This design comes from an exercise in tuning for a short achievable clock period and few clock cycles per item on the open sky130 flow, not from production work. In this exercise RTL edits were held to simulation tests only and were not proved equivalent to the original. Power is estimated from default activity; no workload was simulated.

==> design/flow/config.mk <==
export PLATFORM = sky130hd
export DESIGN_NAME = cond_alu_shift_mult_branch_execute_unit
export DESIGN_NICKNAME = cond_alu_shift_mult_branch_execute_unit
export VERILOG_FILES = /design/flow/design.v
export SDC_FILE = /design/flow/constraint.sdc
export NUM_CORES = 4
export LEC_CHECK = 0
export CAP_MARGIN = 20
export CORE_MARGIN = 2
export CORE_UTILIZATION = 35
export SLEW_MARGIN = 20
==> design/flow/design.v <==
package caseu_pkg;
  localparam int unsigned DataW = 32;
  localparam int unsigned NumRegs = 16;
  localparam int unsigned RegAddrW = 4;
  localparam logic [RegAddrW-1:0] REG_LR = 4'd14;
  localparam logic [RegAddrW-1:0] REG_PC = 4'd15;
  typedef enum logic [1:0] {
    FUNC_DP  = 2'd0,
    FUNC_MUL = 2'd1,
    FUNC_BR  = 2'd2,
    FUNC_LDR = 2'd3
  } func_e;
  typedef enum logic [3:0] {
    OP_AND = 4'd0,
    OP_EOR = 4'd1,
    OP_SUB = 4'd2,
    OP_RSB = 4'd3,
    OP_ADD = 4'd4,
    OP_TST = 4'd8,
    OP_TEQ = 4'd9,
    OP_CMP = 4'd10,
    OP_ORR = 4'd12,
    OP_MOV = 4'd13
  } opcode_e;
  typedef enum logic [1:0] {
    SH_LSL = 2'd0,
    SH_LSR = 2'd1,
    SH_ASR = 2'd2,
    SH_ROR = 2'd3
  } shift_e;
  typedef enum logic [3:0] {
    COND_EQ = 4'd0,
    COND_NE = 4'd1,
    COND_CS = 4'd2,
    COND_CC = 4'd3,
    COND_MI = 4'd4,
    COND_PL = 4'd5,
    COND_VS = 4'd6,
    COND_VC = 4'd7,
    COND_HI = 4'd8,
    COND_LS = 4'd9,
    COND_GE = 4'd10,
    COND_LT = 4'd11,
    COND_GT = 4'd12,
    COND_LE = 4'd13,
    COND_AL = 4'd14,
    COND_NV = 4'd15
  } cond_e;
  typedef struct packed {
    logic [1:0]          func;
    logic [3:0]          cond;
    logic [3:0]          opcode;
    logic                imm_operand;
    logic                set_flags;
    logic [RegAddrW-1:0] reg_n;
    logic [RegAddrW-1:0] reg_d;
    logic [11:0]         operand2;
    logic                accumulate_or_link;
    logic [23:0]         branch_offset;
    logic [DataW-1:0]    load_value;
  } req_t;
  typedef struct packed {
    logic                executed;
    logic                wrote_register;
    logic [RegAddrW-1:0] dest_reg;
    logic [DataW-1:0]    result;
    logic                flag_n;
    logic                flag_z;
    logic                flag_c;
    logic                flag_v;
    logic                flush;
  } rsp_t;
  typedef struct packed {
    logic                en;
    logic [RegAddrW-1:0] addr;
    logic [DataW-1:0]    data;
    logic                link_en;
    logic [DataW-1:0]    link_data;
  } wr_t;
  function automatic logic cond_pass(input logic [3:0] c, input logic [3:0] f);
    logic n;
    logic z;
    logic cf;
    logic v;
    logic pass;
    n  = f[3];
    z  = f[2];
    cf = f[1];
    v  = f[0];
    case (c)
      4'd0: pass = z;
      4'd1: pass = !z;
      4'd2: pass = cf;
      4'd3: pass = !cf;
      4'd4: pass = n;
      4'd5: pass = !n;
      4'd6: pass = v;
      4'd7: pass = !v;
      4'd8: pass = cf && !z;
      4'd9: pass = !cf || z;
      4'd10: pass = (n == v);
      4'd11: pass = (n != v);
      4'd12: pass = !z && (n == v);
      4'd13: pass = z || (n != v);
      4'd14: pass = 1'b1;
      default: pass = 1'b0;
    endcase
    cond_pass = pass;
  endfunction
endpackage
module caseu_shifter (
  input  logic [caseu_pkg::DataW-1:0] value_i,
  input  logic [1:0]                  type_i,
  input  logic [7:0]                  amount_i,
  input  logic                        carry_i,
  output logic [caseu_pkg::DataW-1:0] value_o,
  output logic                        carry_o
);
  logic [32:0]        lsl_w;
  logic [32:0]        lsr_w;
  logic signed [32:0] asr_w;
  logic [63:0]        ror_w;
  logic               big;
  logic               eq32;
  always_comb begin
    lsl_w = {1'b0, value_i} << amount_i[4:0];
    lsr_w = {value_i, 1'b0} >> amount_i[4:0];
    asr_w = $signed({value_i, 1'b0}) >>> amount_i[4:0];
    ror_w = {value_i, value_i} >> amount_i[4:0];
    big   = (amount_i[7:5] != 3'd0);
    eq32  = (amount_i == 8'd32);
    value_o = value_i;
    carry_o = carry_i;
    if (amount_i != 8'd0) begin
      case (type_i)
        caseu_pkg::SH_LSL: begin
          if (!big) begin
            value_o = lsl_w[31:0];
            carry_o = lsl_w[32];
          end else begin
            value_o = '0;
            carry_o = eq32 & value_i[0];
          end
        end
        caseu_pkg::SH_LSR: begin
          if (!big) begin
            value_o = lsr_w[32:1];
            carry_o = lsr_w[0];
          end else begin
            value_o = '0;
            carry_o = eq32 & value_i[31];
          end
        end
        caseu_pkg::SH_ASR: begin
          if (!big) begin
            value_o = asr_w[32:1];
            carry_o = asr_w[0];
          end else begin
            value_o = {32{value_i[31]}};
            carry_o = value_i[31];
          end
        end
        default: begin
          if (amount_i[4:0] == 5'd0) begin
            value_o = value_i;
            carry_o = value_i[31];
          end else begin
            value_o = ror_w[31:0];
            carry_o = ror_w[31];
          end
        end
      endcase
    end
  end
endmodule
module caseu_exec (
  input  caseu_pkg::req_t              req_i,
  input  logic [3:0]                   flags_i,
  input  logic [caseu_pkg::DataW-1:0]  rn_data_i,
  input  logic [caseu_pkg::DataW-1:0]  rm_data_i,
  input  logic [caseu_pkg::DataW-1:0]  rs_data_i,
  input  logic [caseu_pkg::DataW-1:0]  pc_data_i,
  output caseu_pkg::rsp_t              rsp_o,
  output caseu_pkg::wr_t               wr_o,
  output logic [3:0]                   flags_o
);
  logic [caseu_pkg::DataW-1:0] sh_in;
  logic [1:0]                  sh_type;
  logic [7:0]                  sh_amt;
  logic [caseu_pkg::DataW-1:0] b;
  logic                        sh_carry;
  logic [caseu_pkg::DataW:0]   sub_ab;
  logic [caseu_pkg::DataW:0]   sub_ba;
  logic [caseu_pkg::DataW:0]   add_ab;
  logic [caseu_pkg::DataW-1:0] prod;
  logic [caseu_pkg::DataW-1:0] br_off;
  logic                        pass;
  logic                        dp_valid;
  logic                        dp_write;
  logic                        carry;
  logic [caseu_pkg::DataW-1:0] res;
  logic                        executed;
  always_comb begin
    if (req_i.imm_operand) begin
      sh_in   = {24'd0, req_i.operand2[7:0]};
      sh_type = caseu_pkg::SH_ROR;
      sh_amt  = {3'd0, req_i.operand2[11:8], 1'b0};
    end else begin
      sh_in   = rm_data_i;
      sh_type = req_i.operand2[6:5];
      sh_amt  = req_i.operand2[4] ? rs_data_i[7:0] : {3'd0, req_i.operand2[11:7]};
    end
  end
  caseu_shifter u_shifter (
    .value_i  (sh_in),
    .type_i   (sh_type),
    .amount_i (sh_amt),
    .carry_i  (flags_i[1]),
    .value_o  (b),
    .carry_o  (sh_carry)
  );
  assign sub_ab = {1'b0, rn_data_i} - {1'b0, b};
  assign sub_ba = {1'b0, b} - {1'b0, rn_data_i};
  assign add_ab = {1'b0, rn_data_i} + {1'b0, b};
  assign prod   = rm_data_i * rs_data_i;
  assign br_off = {{6{req_i.branch_offset[23]}}, req_i.branch_offset, 2'b00};
  assign pass   = caseu_pkg::cond_pass(req_i.cond, flags_i);
  always_comb begin
    dp_valid = 1'b1;
    dp_write = 1'b1;
    carry    = sh_carry;
    res      = '0;
    case (req_i.opcode)
      caseu_pkg::OP_AND: res = rn_data_i & b;
      caseu_pkg::OP_EOR: res = rn_data_i ^ b;
      caseu_pkg::OP_SUB: begin
        res   = sub_ab[31:0];
        carry = ~sub_ab[32];
      end
      caseu_pkg::OP_RSB: begin
        res   = sub_ba[31:0];
        carry = ~sub_ba[32];
      end
      caseu_pkg::OP_ADD: begin
        res   = add_ab[31:0];
        carry = add_ab[32];
      end
      caseu_pkg::OP_TST: begin
        res      = rn_data_i & b;
        dp_write = 1'b0;
      end
      caseu_pkg::OP_TEQ: begin
        res      = rn_data_i ^ b;
        dp_write = 1'b0;
      end
      caseu_pkg::OP_CMP: begin
        res      = sub_ab[31:0];
        carry    = ~sub_ab[32];
        dp_write = 1'b0;
      end
      caseu_pkg::OP_ORR: res = rn_data_i | b;
      caseu_pkg::OP_MOV: res = b;
      default: begin
        dp_valid = 1'b0;
        dp_write = 1'b0;
      end
    endcase
    wr_o      = '0;
    flags_o   = flags_i;
    executed  = 1'b0;
    rsp_o     = '0;
    if (pass) begin
      case (req_i.func)
        caseu_pkg::FUNC_DP: begin
          if (dp_valid) begin
            executed    = 1'b1;
            rsp_o.result = res;
            wr_o.en     = dp_write;
            wr_o.addr   = req_i.reg_d;
            wr_o.data   = res;
            if (req_i.set_flags) begin
              flags_o = {res[31], res == '0, carry, flags_i[0]};
            end
          end
        end
        caseu_pkg::FUNC_MUL: begin
          executed     = 1'b1;
          rsp_o.result = prod + (req_i.accumulate_or_link ? rn_data_i : '0);
          wr_o.en      = 1'b1;
          wr_o.addr    = req_i.reg_d;
          wr_o.data    = rsp_o.result;
          if (req_i.set_flags) begin
            flags_o = {rsp_o.result[31], rsp_o.result == '0, flags_i[1:0]};
          end
        end
        caseu_pkg::FUNC_BR: begin
          executed       = 1'b1;
          rsp_o.result   = pc_data_i + br_off;
          wr_o.en        = 1'b1;
          wr_o.addr      = caseu_pkg::REG_PC;
          wr_o.data      = rsp_o.result;
          wr_o.link_en   = req_i.accumulate_or_link;
          wr_o.link_data = pc_data_i - 32'd4;
        end
        default: begin
          executed     = 1'b1;
          rsp_o.result = req_i.load_value;
          wr_o.en      = 1'b1;
          wr_o.addr    = req_i.reg_d;
          wr_o.data    = req_i.load_value;
        end
      endcase
    end
    rsp_o.executed       = executed;
    rsp_o.wrote_register = wr_o.en;
    rsp_o.dest_reg       = wr_o.en ? wr_o.addr : '0;
    rsp_o.flag_n         = flags_o[3];
    rsp_o.flag_z         = flags_o[2];
    rsp_o.flag_c         = flags_o[1];
    rsp_o.flag_v         = flags_o[0];
    rsp_o.flush          = wr_o.en && (wr_o.addr == caseu_pkg::REG_PC);
  end
endmodule
module caseu_regfile (
  input  logic                           clk_i,
  input  logic                           rst_ni,
  input  logic [caseu_pkg::RegAddrW-1:0] rn_addr_i,
  input  logic [caseu_pkg::RegAddrW-1:0] rm_addr_i,
  input  logic [caseu_pkg::RegAddrW-1:0] rs_addr_i,
  output logic [caseu_pkg::DataW-1:0]    rn_data_o,
  output logic [caseu_pkg::DataW-1:0]    rm_data_o,
  output logic [caseu_pkg::DataW-1:0]    rs_data_o,
  output logic [caseu_pkg::DataW-1:0]    pc_data_o,
  input  caseu_pkg::wr_t                 wr_i
);
  logic [caseu_pkg::DataW-1:0] rf_q [caseu_pkg::NumRegs];
  assign rn_data_o = rf_q[rn_addr_i];
  assign rm_data_o = rf_q[rm_addr_i];
  assign rs_data_o = rf_q[rs_addr_i];
  assign pc_data_o = rf_q[caseu_pkg::REG_PC];
  always_ff @(posedge clk_i or negedge rst_ni) begin
    if (!rst_ni) begin
      for (int i = 0; i < caseu_pkg::NumRegs; i++) begin
        rf_q[i] <= '0;
      end
    end else begin
      if (wr_i.en) begin
        rf_q[wr_i.addr] <= wr_i.data;
      end
      if (wr_i.link_en) begin
        rf_q[caseu_pkg::REG_LR] <= wr_i.link_data;
      end
    end
  end
endmodule
module cond_alu_shift_mult_branch_execute_unit (
  input  logic        clk_i,
  input  logic        rst_ni,
  input  logic        exe_valid_i,
  output logic        exe_ready_o,
  input  logic [1:0]  exe_func_i,
  input  logic [3:0]  exe_cond_i,
  input  logic [3:0]  exe_opcode_i,
  input  logic        exe_imm_operand_i,
  input  logic        exe_set_flags_i,
  input  logic [3:0]  exe_reg_n_i,
  input  logic [3:0]  exe_reg_d_i,
  input  logic [11:0] exe_operand2_i,
  input  logic        exe_accumulate_or_link_i,
  input  logic [23:0] exe_branch_offset_i,
  input  logic [31:0] exe_load_value_i,
  output logic        res_valid_o,
  input  logic        res_ready_i,
  output logic        res_executed_o,
  output logic        res_wrote_register_o,
  output logic [3:0]  res_dest_reg_o,
  output logic [31:0] res_result_o,
  output logic        res_flag_n_o,
  output logic        res_flag_z_o,
  output logic        res_flag_c_o,
  output logic        res_flag_v_o,
  output logic        res_flush_o
);
  caseu_pkg::req_t               req_d;
  caseu_pkg::req_t               req_q;
  logic                          req_valid_q;
  caseu_pkg::rsp_t               rsp_d;
  caseu_pkg::rsp_t               rsp_q;
  logic                          rsp_valid_q;
  caseu_pkg::wr_t                wr_raw;
  caseu_pkg::wr_t                wr;
  logic [3:0]                    flags_d;
  logic [3:0]                    flags_q;
  logic [caseu_pkg::DataW-1:0]   rn_data;
  logic [caseu_pkg::DataW-1:0]   rm_data;
  logic [caseu_pkg::DataW-1:0]   rs_data;
  logic [caseu_pkg::DataW-1:0]   pc_data;
  logic                          out_free;
  logic                          fire;
  logic                          accept;
  assign out_free    = !rsp_valid_q || res_ready_i;
  assign fire        = req_valid_q && out_free;
  assign exe_ready_o = !req_valid_q || out_free;
  assign accept      = exe_valid_i && exe_ready_o;
  always_comb begin
    req_d.func               = exe_func_i;
    req_d.cond               = exe_cond_i;
    req_d.opcode             = exe_opcode_i;
    req_d.imm_operand        = exe_imm_operand_i;
    req_d.set_flags          = exe_set_flags_i;
    req_d.reg_n              = exe_reg_n_i;
    req_d.reg_d              = exe_reg_d_i;
    req_d.operand2           = exe_operand2_i;
    req_d.accumulate_or_link = exe_accumulate_or_link_i;
    req_d.branch_offset      = exe_branch_offset_i;
    req_d.load_value         = exe_load_value_i;
  end
  always_ff @(posedge clk_i or negedge rst_ni) begin
    if (!rst_ni) begin
      req_valid_q <= 1'b0;
    end else if (accept) begin
      req_valid_q <= 1'b1;
    end else if (fire) begin
      req_valid_q <= 1'b0;
    end
  end
  always_ff @(posedge clk_i) begin
    if (accept) begin
      req_q <= req_d;
    end
  end
  caseu_regfile u_regfile (
    .clk_i     (clk_i),
    .rst_ni    (rst_ni),
    .rn_addr_i (req_q.reg_n),
    .rm_addr_i (req_q.operand2[3:0]),
    .rs_addr_i (req_q.operand2[11:8]),
    .rn_data_o (rn_data),
    .rm_data_o (rm_data),
    .rs_data_o (rs_data),
    .pc_data_o (pc_data),
    .wr_i      (wr)
  );
  caseu_exec u_exec (
    .req_i     (req_q),
    .flags_i   (flags_q),
    .rn_data_i (rn_data),
    .rm_data_i (rm_data),
    .rs_data_i (rs_data),
    .pc_data_i (pc_data),
    .rsp_o     (rsp_d),
    .wr_o      (wr_raw),
    .flags_o   (flags_d)
  );
  always_comb begin
    wr         = wr_raw;
    wr.en      = wr_raw.en && fire;
    wr.link_en = wr_raw.link_en && fire;
  end
  always_ff @(posedge clk_i or negedge rst_ni) begin
    if (!rst_ni) begin
      flags_q <= '0;
    end else if (fire) begin
      flags_q <= flags_d;
    end
  end
  always_ff @(posedge clk_i or negedge rst_ni) begin
    if (!rst_ni) begin
      rsp_valid_q <= 1'b0;
    end else if (fire) begin
      rsp_valid_q <= 1'b1;
    end else if (res_ready_i) begin
      rsp_valid_q <= 1'b0;
    end
  end
  always_ff @(posedge clk_i) begin
    if (fire) begin
      rsp_q <= rsp_d;
    end
  end
  assign res_valid_o          = rsp_valid_q;
  assign res_executed_o       = rsp_q.executed;
  assign res_wrote_register_o = rsp_q.wrote_register;
  assign res_dest_reg_o       = rsp_q.dest_reg;
  assign res_result_o         = rsp_q.result;
  assign res_flag_n_o         = rsp_q.flag_n;
  assign res_flag_z_o         = rsp_q.flag_z;
  assign res_flag_c_o         = rsp_q.flag_c;
  assign res_flag_v_o         = rsp_q.flag_v;
  assign res_flush_o          = rsp_q.flush;
endmodule
==> design/flow/constraint.sdc <==
create_clock -name core_clock -period 13.0 [get_ports {clk_i}]
set_input_delay 2.6000 -clock core_clock [delete_from_list [all_inputs] [get_ports {clk_i}]]
set_output_delay 2.6000 -clock core_clock [all_outputs]
set_load 0.01 [all_outputs]
==> design/flow/run.sh <==
#!/bin/bash
# synth_recipe.tcl (not shown) runs the flow's synth.tcl, then flattens the netlist and writes it again
# the make line also repeats each setting of config.mk as NAME=value (left out here)
make -C /OpenROAD-flow-scripts/flow DESIGN_CONFIG=/design/flow/config.mk WORK_HOME=/design/flow/orfs CLKGATE_MAP_FILE= SYNTH_SCRIPT=/design/flow/synth_recipe.tcl finish
==> flow_summary.yaml <==
synth:
  synth.area.top_cells: "dfrtp_1 (19%), fa_1 (13%), edfxtp_1 (5.8%)"
  yosysSeqAreaShare_pct: 24.83
  synthesis.nets: 8676
  async_flop_share_pct: 79.78
  synth-main-ff-cell: "dfrtp_1"
  synth_edf_count: 131
  ys_warn_count: 5
  synth_cell_types: 122
  syn_area_per_cell_um2: 8.647
  syn_area_um2: 67960
  synth_cells: 7859
  synthTopCellsByCount: "nand2_1 (961), inv_1 (630), nor2_1 (555), dfrtp_1 (517), fa_1 (442)"
  synth_area_leader_cell: "dfrtp_1"
  synth.top_cell.area_share_pct: 19.04
  synth-seq-cells: 648
  yosysMostFrequentCell: "nand2_1"
drt:
  routed_wl_um: 419300
  vias: 71422
  dr.pass1.iters: 10
  wl_per_cell_um: 39.97
  ant_nets: 0
  first_iter_violations: 11775
  drcViolationCount: 0
  viasPerCell: 6.808
timing:
  tns_ps: 0
  hold-worst-slack_ps: 510.2
  fin_crit_sh_pct: 94.88
  max_slew_margin_pct: 9.675
  rsz0062_at_grt: "false"
  hold_viol: 0
  finalClockSkew_ps: 90.10
  slew_viol_final: 0
  period_needed_ps: 12330
  fmax_mhz: 81.08
  worst_pin_slew_ps: 1351
  setup_viol: 0
worst_setup_path:
  cpMaxStageDelayCell: "edfxtp_1"
  criticalPathCategory: "flip-flop to flip-flop"
  cpPeakStageDelay_ps: 1040
  critPathMaxFanout: 23
  critical_path_depth: 32
  r2r_cells: 32
  regToRegStartpoint: "req_q[65]$_DFFE_PP_"
  cp.required_ps: 13650
  critical_path.top_delay_family: "compound AO/OA/AOI/OAI gates"
  reg2reg_slack_ps: 670
  end_kind: "flip-flop"
  critPathMostFrequentCell: "buf_4"
  worstReg2RegEnd: "u_regfile.rf_q[5][31]$_DFFE_PN0P_"
  path_buf_inv: 5
  setup.worst_path.end: "u_regfile.rf_q[5][31]$_DFFE_PN0P_"
  arrival_ps: 12980
  cp-start-kind: "flip-flop"
  critPathLaunch: "req_q[65]$_DFFE_PP_"
clock_tree:
  htreeDepth: 3
  tritoncts: "built"
  cts-root-buf: "clkbuf_16"
  post_cts_buffers: 0
  cts.sinks: 648
  cts_buffer_depth: 3
  cts_resized: 0
  cts.hold.buffers_added: 0
  clk_pin_slew_ps: 60
  clk_latency_ps: 800
  cts_buffers: 78
global_route:
  globalRouteOverflowTotal: 0
  grt_pass1_vias: 69405
  grt_pass1_wl_um: 572900
  grt_antenna_before_repair: 34
  grt_use_total_pct: 41.41
  grt_max_degree: 89
die:
  num_rows: 161
  core-area_um2: 192800
  initial_core_util_pct: 35.25
  ios: 138
  die-area_um2: 197700
  die_w_um: 444.6
  die_h_um: 444.6
cells_and_area:
  final_layout_size_suffix_gt1_share_pct: 14.00
  area_delta_synth_final_pct: 12.86
  final_nets: 8699
hold_path:
  hold_class: "flip-flop to flip-flop"
flow_run:
  max_cap_viol_count: 0
outcome:
  outcome: "no timing/DRC/antenna violations"
place:
  dp_hpwl_um: 307800
  portBuffers: 136
  routabilityCongestion: 1.105
pwr:
  power_density_nw_per_um2: 169.9
  vdd_ir_drop_max_v: 0.0001570
  p_leak_nw: 33.00
## power by group
part / total, W / switching (W) / internal, W
Clock: 0.00241 / 0.00103 / 0.00138
Sequential: 0.00304 / 0.000615 / 0.00243
Combinational: 0.00757 / 0.00520 / 0.00237
## cell type report
type	instances	area, µm²
tap	2526	3161
fill	19367	116100
inverter	638	2395
clock buffer	108	2290
antenna	20	50.05
clock inverter	35	459.2
timing repair buffer	569	4693
multi-input combinational	5947	46770
sequential	648	16870
## worst min-delay path by stage
stage	end	slack (ps)	from	cells past startpoint
after global placement	rsp_valid_q$_DFFE_PN0P_	470	req_valid_q$_DFFE_PN0P_	1
after floorplan	rsp_valid_q$_DFFE_PN0P_	460	req_valid_q$_DFFE_PN0P_	1
after detailed placement	rsp_valid_q$_DFFE_PN0P_	500	req_valid_q$_DFFE_PN0P_	1
after CTS	rsp_valid_q$_DFFE_PN0P_	510	req_valid_q$_DFFE_PN0P_	1
final	rsp_valid_q$_DFFE_PN0P_	510	req_valid_q$_DFFE_PN0P_	1
after global routing	rsp_valid_q$_DFFE_PN0P_	530	req_valid_q$_DFFE_PN0P_	1
## metal layers
| layer | track usage (%) | part of all wire (%) |
|---|---|---|
| met4 | 33.97 | 10 |
| met5 | 0 | 0.036 |
| met1 | 48.95 | 36 |
| met2 | 60.65 | 42 |
| met3 | 14.30 | 12 |
## sequential cells by signal (all words and copies together) (netlist names)
name,count
u_regfile.rf_q,512
req_q,89
rsp_q,42
flags_q,3
req_valid_q,1
rsp_valid_q,1
## worst reg2reg max path, delay by kind of cell, from the launching register on
| kind | cells | cell delay (ps) |
|---|---|---|
| flops | 1 | 1040 |
| buf+inv | 5 | 1470 |
| mux | 1 | 340 |
| simple gates | 4 | 690 |
| compound gates | 21 | 7950 |
| fa+ha+maj | 1 | 790 |
## cells in the final DEF (no fill, tap or decap), types with 25 or more instances in the layout
cell             instances
nand2_1                947
inv_1                  629
nor2_1                 542
dfrtp_1                517
fa_1                   442
buf_4                  424
a21oi_1                365
a22oi_1                331
mux2_2                 319
o21ai_0                293
ha_1                   282
nand3_1                159
clkdlybuf4s50_1        135
mux2i_1                132
edfxtp_1               131
a221oi_1               129
o31ai_1                128
nor3_1                 123
and2_1                 112
a22o_1                 111
xnor2_1                108
nand4_1                 87
clkbuf_16               82
o22ai_1                 68
a211oi_1                68
nand2b_1                65
o22a_1                  61
o211ai_1                60
a21o_1                  56
nor2b_1                 47
a31oi_1                 46
nand3b_1                43
xor2_1                  42
and3_1                  38
o221ai_1                36
nor4_1                  35
o21bai_1                32
a32oi_1                 28
a221o_1                 25
## logic make-up (layout without fill, tap and decap cells)
logic type | Yosys count | in the layout | share of synthesized area, %
AO/OA/AOI/OAI | 2189 | 2189 | 23.11
XOR/XNOR | 151 | 151 | 1.966
adder cells (fa/ha/maj) | 724 | 724 | 18.21
buffers and inverters | 1264 | 1350 | 7.534
flip-flops | 648 | 648 | 24.83
multiplexers | 469 | 469 | 7.744
other | 1 | 21 | 0.005518
AND/OR/NAND/NOR | 2413 | 2413 | 16.60
## stage by stage
stage / total power (W) / instance area, µm² / setup slack [ps] / utilization (%) / std cells
finish: 0.01303 / 76690 / 665.9 / 39.78 / 10491
global route: 0.01341 / 76650 / 617.4 / 39.76 / 10473
CTS: 0.01268 / 76580 / 1085 / 39.73 / 10469
detailed placement: 0.01026 / 73840 / 1091 / 38.30 / 10326
global placement: 0.01027 / 73800 / 957.2 / 38.28 / 10325
floorplan: 0.006745 / 67960 / 3211 / - / 7859
Testbench counts, summed over its fixed seeds: cycles 24,016, items 24,000.

==> re-timing with driven ports <==
In the flow no input, the clock included, has a driving cell. The finished layout below was timed again as built, in two steps.
Step 1 sets driving cells, clkbuf_16 on the clock port and buf_2 on the other inputs (assumed; they add their load-dependent delay and slew).
Step 2 also shifts input and output timing later by t, the mid clock arrival at the registers, as if the neighbouring blocks saw the same clock.
Three values: ideal ports, drivers, drivers and shift; two values: the first two.
t (ns): 0.847
slack for setup (ns): 0.666 / 0.666 / 0.666
hold slack, ns: 0.510 / 0.510 / 0.510
clock arrival spread, ns: 0.090 / 0.090
worst register clock-pin slew, ns: 0.08 / 0.08
After both steps setup and hold are still met in this run. For this run, drivers alone change the setup slack by 0.000 ns; drivers and shift together by 0.000 ns.
